Background: an optimization exercise with open tools, aiming at small area, a short achievable clock period and few clock cycles per item. Do not read the settings as production practice.
No functional check of the RTL was part of any run shown here.
Power and IR drop assume default switching activity.

==> flow/design.v (outline; a module is shown in full before it is edited, if it fits) <==
// module alu_core: 836 lines
// module alu_fa: 4 lines
// module alu_ha: 4 lines
// module alu_booth: 16 lines
// module alu_arbiter: 88 lines
module alu_arbiter
#(
  parameter int WIDTH   = 32,
  parameter int MUL_LAT = 3
) (
  input  logic             clk,
  input  logic             rst_n,
  input  logic             req0_valid,
  output logic             req0_ready,
  input  logic [2:0]       req0_op,
  input  logic [WIDTH-1:0] req0_a,
  input  logic [WIDTH-1:0] req0_b,
  input  logic             req1_valid,
  output logic             req1_ready,
  input  logic [2:0]       req1_op,
  input  logic [WIDTH-1:0] req1_a,
  input  logic [WIDTH-1:0] req1_b,
  output logic             resp_valid,
  input  logic             resp_ready,
  output logic             resp_id,
  output logic [WIDTH-1:0] resp_data,
  output logic             resp_zero,
  output logic             resp_neg
);
  // ...
==> flow/flow/run.sh <==
#!/bin/bash
# Layout: the standard ORFS flow (standard.sh), unchanged except for
# make-variable settings: a larger setup repair target (the SDC, clock period
# and I/O delays are untouched) and plain buffers on the ports.
set -euo pipefail
MARGIN=6.5
bash standard.sh \
  SETUP_SLACK_MARGIN=$MARGIN \
  "BUFFER_PORTS_ARGS=-buffer_cell sky130_fd_sc_hd__buf_1" \
  finish > standard_flow.log 2>&1
==> flow/standard.sh <==
#!/bin/bash
# synth_recipe.tcl (not shown) runs the flow's synth.tcl, then flattens the netlist and writes it again
# the make line also repeats each setting of config.mk as NAME=value (left out here)
make -C /OpenROAD-flow-scripts/flow DESIGN_CONFIG=/design/flow/config.mk WORK_HOME=/design/flow/orfs CLKGATE_MAP_FILE= SYNTH_SCRIPT=/design/flow/synth_recipe.tcl "${@:-finish}"
==> flow/config.mk <==
export PLATFORM = sky130hd
export DESIGN_NAME = alu_arbiter
export DESIGN_NICKNAME = alu_arbiter
export VERILOG_FILES = /design/flow/design.v
export SDC_FILE = /design/flow/constraint.sdc
export NUM_CORES = 4
export LEC_CHECK = 0
export CAP_MARGIN = 20
export CORE_MARGIN = 2
export CORE_UTILIZATION = 40
export SLEW_MARGIN = 20
export SYNTH_HIERARCHICAL = 1
export SYNTH_MINIMUM_KEEP_SIZE = 0
==> flow/constraint.sdc <==
create_clock -name core_clock -period 12.5 [get_ports {clk}]
set_input_delay 2.5000 -clock core_clock [delete_from_list [all_inputs] [get_ports {clk}]]
set_output_delay 2.5000 -clock core_clock [all_outputs]
set_load 0.01 [all_outputs]
==> flow_summary.yaml, run 1 <==
run_status:
  outcome: "complete, no violations"
drt:
  num_vias: 15800
  wl_met2_mm: 30.7
cells_and_area:
  diodes: 0
  mostFrequentLayoutCells: "xnor2_1, a22oi_1, fa_1, buf_1, dfxtp_1"
  drive_gt1_frac: 0.115
  buf_share: 0.0663
  multi_input_area_um2: 14000
pwr:
  p_comb_frac: 0.686
  power_frac_seq: 0.179
  p_leak_uw: 0.00781
sta:
  hold_viol_final: 0
  finalCritPeriodShare: 0.469
  max-slew-margin-rel: 0.371
setup_path:
  critPathSlowestCell: "fa_1"
  r2r_end: "resp_data[30]$_DFFE_PP_"
  r2r-start: "a_q[14]$_DFF_P_"
  setup.worst_path.start_class: "register"
  worstSetupPathType: "reg2reg"
  reg2regPathDepth: 17
yosys:
  synth-seq-area-share: 0.185
  synthAdderAreaFrac: 0.273
  yosysMostFrequentCell: "xnor2_1"
  ys.flop_type: "dfxtp_1"
worst_hold_path:
  min_path_cells: 1
clock_network:
  numClockSinks: 152
die:
  start_util: 0.404
  rows: 78
  core_area_um2: 45300
grt:
  gr-usage-met3: 0.0672
==> run 2, diff against run 1 <==
--- a/flow/flow/run.sh
+++ b/flow/flow/run.sh
@@ -3,7 +3,7 @@
 # make-variable settings: a larger setup repair target (the SDC, clock period
 # and I/O delays are untouched) and plain buffers on the ports.
 set -euo pipefail
-MARGIN=6.5
+MARGIN=7
 bash standard.sh \
   SETUP_SLACK_MARGIN=$MARGIN \
   "BUFFER_PORTS_ARGS=-buffer_cell sky130_fd_sc_hd__buf_1" \
==> run 2 against run 1 <==
Net effect: combinational power rose by 29%; synthesized cell count did not move; sequential cell count did not move; critical path type unchanged; highest routed layer unchanged.
==> flow_summary.yaml, run 2 <==
run_status:
  outcome: "complete, no violations"
yosys:
  post-synth-top-area-cell: "fa_1"
  synth.top_cell.area_share: 0.232
  async_flop_share: 0.0263
  ys_ff_latch: 152
  synth_area_um2: 18300
  yosys.cell_types.count: 69
  avgSynthCellArea_um2: 9.80
  ys_top_cells_by_count: "xnor2_1, a22oi_1, fa_1, clkbuf_1, dfxtp_1"
  ys.flop_type: "dfxtp_1"
  synth_edf_count: 33
  synth-seq-area-share: 0.185
  synth_area_leaders: "fa_1, xnor2_1, dfxtp_1"
  synth.yosys.warnings: 8
  syn-num-nets: 2278
  yosysMostFrequentCell: "xnor2_1"
  synthCells: 1867
sta:
  max-slew-margin-rel: 0.341
  setup_viol: 0
  rsz0062_at_grt: "true"
  tightest_slew_ps: 989
  setup_ws_ps: 6840
  setup_tns_ps: 0
  max_freq_mhz: 177
  slew_violations: 0
  skew_ps: 14.8
  period_needed_ps: 5660
  finalCritPeriodShare: 0.452
  hold_viol_final: 0
die:
  rows: 78
  core_area_um2: 45300
  start_util: 0.404
  io_pins: 177
  die_w_um: 218
  die_height_um: 218
  dieArea_um2: 47500
setup_path:
  crit_fanout: 11
  reg2regPathDepth: 17
  r2r_slack_ps: 6840
  r2r-start: "two_q[1]$_DFF_P_"
  critPathCaptureType: "register"
  startpoint: "two_q[1]$_DFF_P_"
  setup.worst_path.start_class: "register"
  crit_end: "resp_data[31]$_DFFE_PP_"
  crit_arrival_ps: 5830
  critPathRequiredTime_ps: 12680
  worstSetupPathType: "reg2reg"
  r2r_end: "resp_data[31]$_DFFE_PP_"
clock_network:
  cts_max_level: 4
  clock_latency_ps: 460
  clockBufferDepth: 2
  clk_pin_slew_ps: 70
  cts_buffers: 17
  numClockSinks: 152
  cts_tree: "done"
  ctsRootBufferMaster: "clkbuf_16"
  ctsHoldBuffers: 0
cells_and_area:
  fillers: 4217
  nets: 2382
  mostFrequentLayoutCells: "xnor2_1, a22oi_1, fa_1, buf_1, dfxtp_1"
  syn2layout_area_growth_pct: 18.7
  top_regs: "a_q: 32 flops, by_q: 32 flops, resp_data: 32 flops"
  multi_input_area_um2: 14600
  seq_area_um2: 3510
  drive_gt1_frac: 0.204
  final_common_cell: "xnor2_1"
job:
  maxCapViolCount: 0
drt:
  highest_layer: "met5"
  num_vias: 16500
  wl_met3_mm: 7.84
  post-route-drc-count: 0
  ant_nets: 0
  first_pass_iters: 6
  wl_met2_mm: 31.6
  met1Wirelength_mm: 28.0
  drt-vias-per-instance: 6.39
  wl_mm: 71.0
  drtIter0Drc: 1883
  routedWlPerCell_um: 27.5
placed_design:
  port_buffers: 176
  post-place-ws_ps: 5690
  dp.final_hpwl_mm: 48.1
  globalplace.congestion: 0.927
worst_hold_path:
  hold_class: "reg2reg"
grt:
  grt.total_usage: 0.284
  grt_max_degree: 77
  grt_pass1_wl_mm: 101
  grt-ovfl-total: 0
  grt_pass1_vias: 16300
  grt_antenna_before_repair: 5
pwr:
  power_uw: 4770
  pwr_density_cell_nw_per_um2: 220
  irDropWorstVdd_mv: 0.166
  p_leak_uw: 0.00830
## run 2: cell count changes in the layout (fill, tap and decap cells not counted), moves of 10 or more
cell     before  now
ha_1         53   43
buf_12        7   20
fa_1        212  177
a22oi_2       3   29
buf_4        25   58
ha_4          5   15
a22oi_1     255  229
a21oi_2       1   14
a21oi_1      46   32
dfxtp_4      15   26
dfxtp_1      90   79
fa_2          0   35
## run 2: cells by family after synthesis
logic type | after synthesis | synth area share
AOI/OAI and AO/OA | 568 | 0.220
xor gates and xnor gates | 299 | 0.143
and+or+nand+nor | 276 | 0.0797
adders and majority gates | 272 | 0.273
buffers and inverters | 229 | 0.0572
DFF | 152 | 0.185
muxes | 71 | 0.0417
## run 2: critical path: stages, from the launching register on
cell and delay, ps:
dfxtp_2 350, buf_12 150, a22oi_1 190, xnor2_1 180
fa_1 480, fa_2 580, fa_2 460, fa_2 370
fa_1 510, fa_1 410, or2_4 280, ha_4 260
a21o_1 190, a211o_1 350, o22a_1 210, o21ai_4 130
nand3_2 90, nor3b_4 180
## run 2: where the power goes
group          leakage, uW  switching [uW]  internal, uW
clock             0.000272             233           261
sequential         0.00137            84.3           640
combinational      0.00665            1920          1630
total              0.00830            2240          2530
## run 2: modules after synthesis (local to each module, per instance)
module | area [um^2] | cells inside | copies in the design | flip-flops and latches
alu_arbiter | 5740 | 490 | 1 | 152
alu_booth | 544 | 78 | 1 | 0
alu_core | 7440 | 1059 | 1 | 0
alu_fa | 20.0 | 1 | 210 | 0
alu_ha | 12.5 | 1 | 30 | 0
## run 2: area by class of cell
type	count	area share
diodes	1	0.000115
well taps	600	0.0346
inverters	22	0.00380
clock buffers	17	0.0196
flip-flops and latches	152	0.162
clock inverters	15	0.00599
multi-input cells	1487	0.672
repair buffers	291	0.102
## run 2: per-stage QoR
| step | util | std cells | hold slack (ps) | area, um^2 |
|---|---|---|---|---|
| finish | 0.480 | 2585 | 582 | 21700 |
| detailed placement | 0.425 | 2487 | 572 | 19300 |
| global route | 0.480 | 2584 | 595 | 21700 |
| CTS | 0.462 | 2554 | 583 | 20900 |
| global placement | 0.425 | 2487 | 556 | 19300 |
| floorplan | - | 1867 | 532 | 18500 |
## run 2: what timing repair did
action,in CTS,in global routing
cloned,8,7
gates resized for setup,194,95
pin swaps,60,95
setup buffers,27,23
endpoints found under the setup margin,19,16
## run 2: worst min-delay path by stage
stage / startpoint / to / slack, ps / cells past startpoint
6_report: last_grant$_DFFE_PN1P_ / last_grant$_DFFE_PN1P_ / 580 / 1
3_5_place_dp: last_grant$_DFFE_PN1P_ / last_grant$_DFFE_PN1P_ / 570 / 1
3_3_place_gp: last_grant$_DFFE_PN1P_ / last_grant$_DFFE_PN1P_ / 560 / 1
4_1_cts: last_grant$_DFFE_PN1P_ / last_grant$_DFFE_PN1P_ / 580 / 1
5_1_grt: last_grant$_DFFE_PN1P_ / last_grant$_DFFE_PN1P_ / 590 / 1
2_1_floorplan: cid$_DFF_PN0_ / resp_id$_DFFE_PP_ / 530 / 0
## run 2: metal layers
layer,track usage,up-vias
met3,0.0791,245
met4,0.111,4
li1,-,6895
met5,0,-
met1,0.373,8156
met2,0.443,1214

## static timing again, ports no longer ideal
No port has a modelled driver above. Below, the same layouts with a new extraction and two added sets of constraints. Step 1 sets driving cells, clkbuf_16 on the clock port and buf_2 on the other inputs (assumed; they add their load-dependent delay and slew). Step 2, shift: input delay + t, output delay - t, t = (earliest + latest rising clock arrival at the registers) / 2. This alone moves slack from input paths to output paths. Three values: ideal ports, drivers, drivers and shift; two values: the first two.
run	t (ns)	setup WS [ns]	clock arrival spread, ns
run 1	0.520	6.641 / 6.641 / 6.641	0.014 / 0.014
run 2	0.506	6.844 / 6.844 / 6.844	0.017 / 0.017
After both steps setup and hold are still met in every run listed.
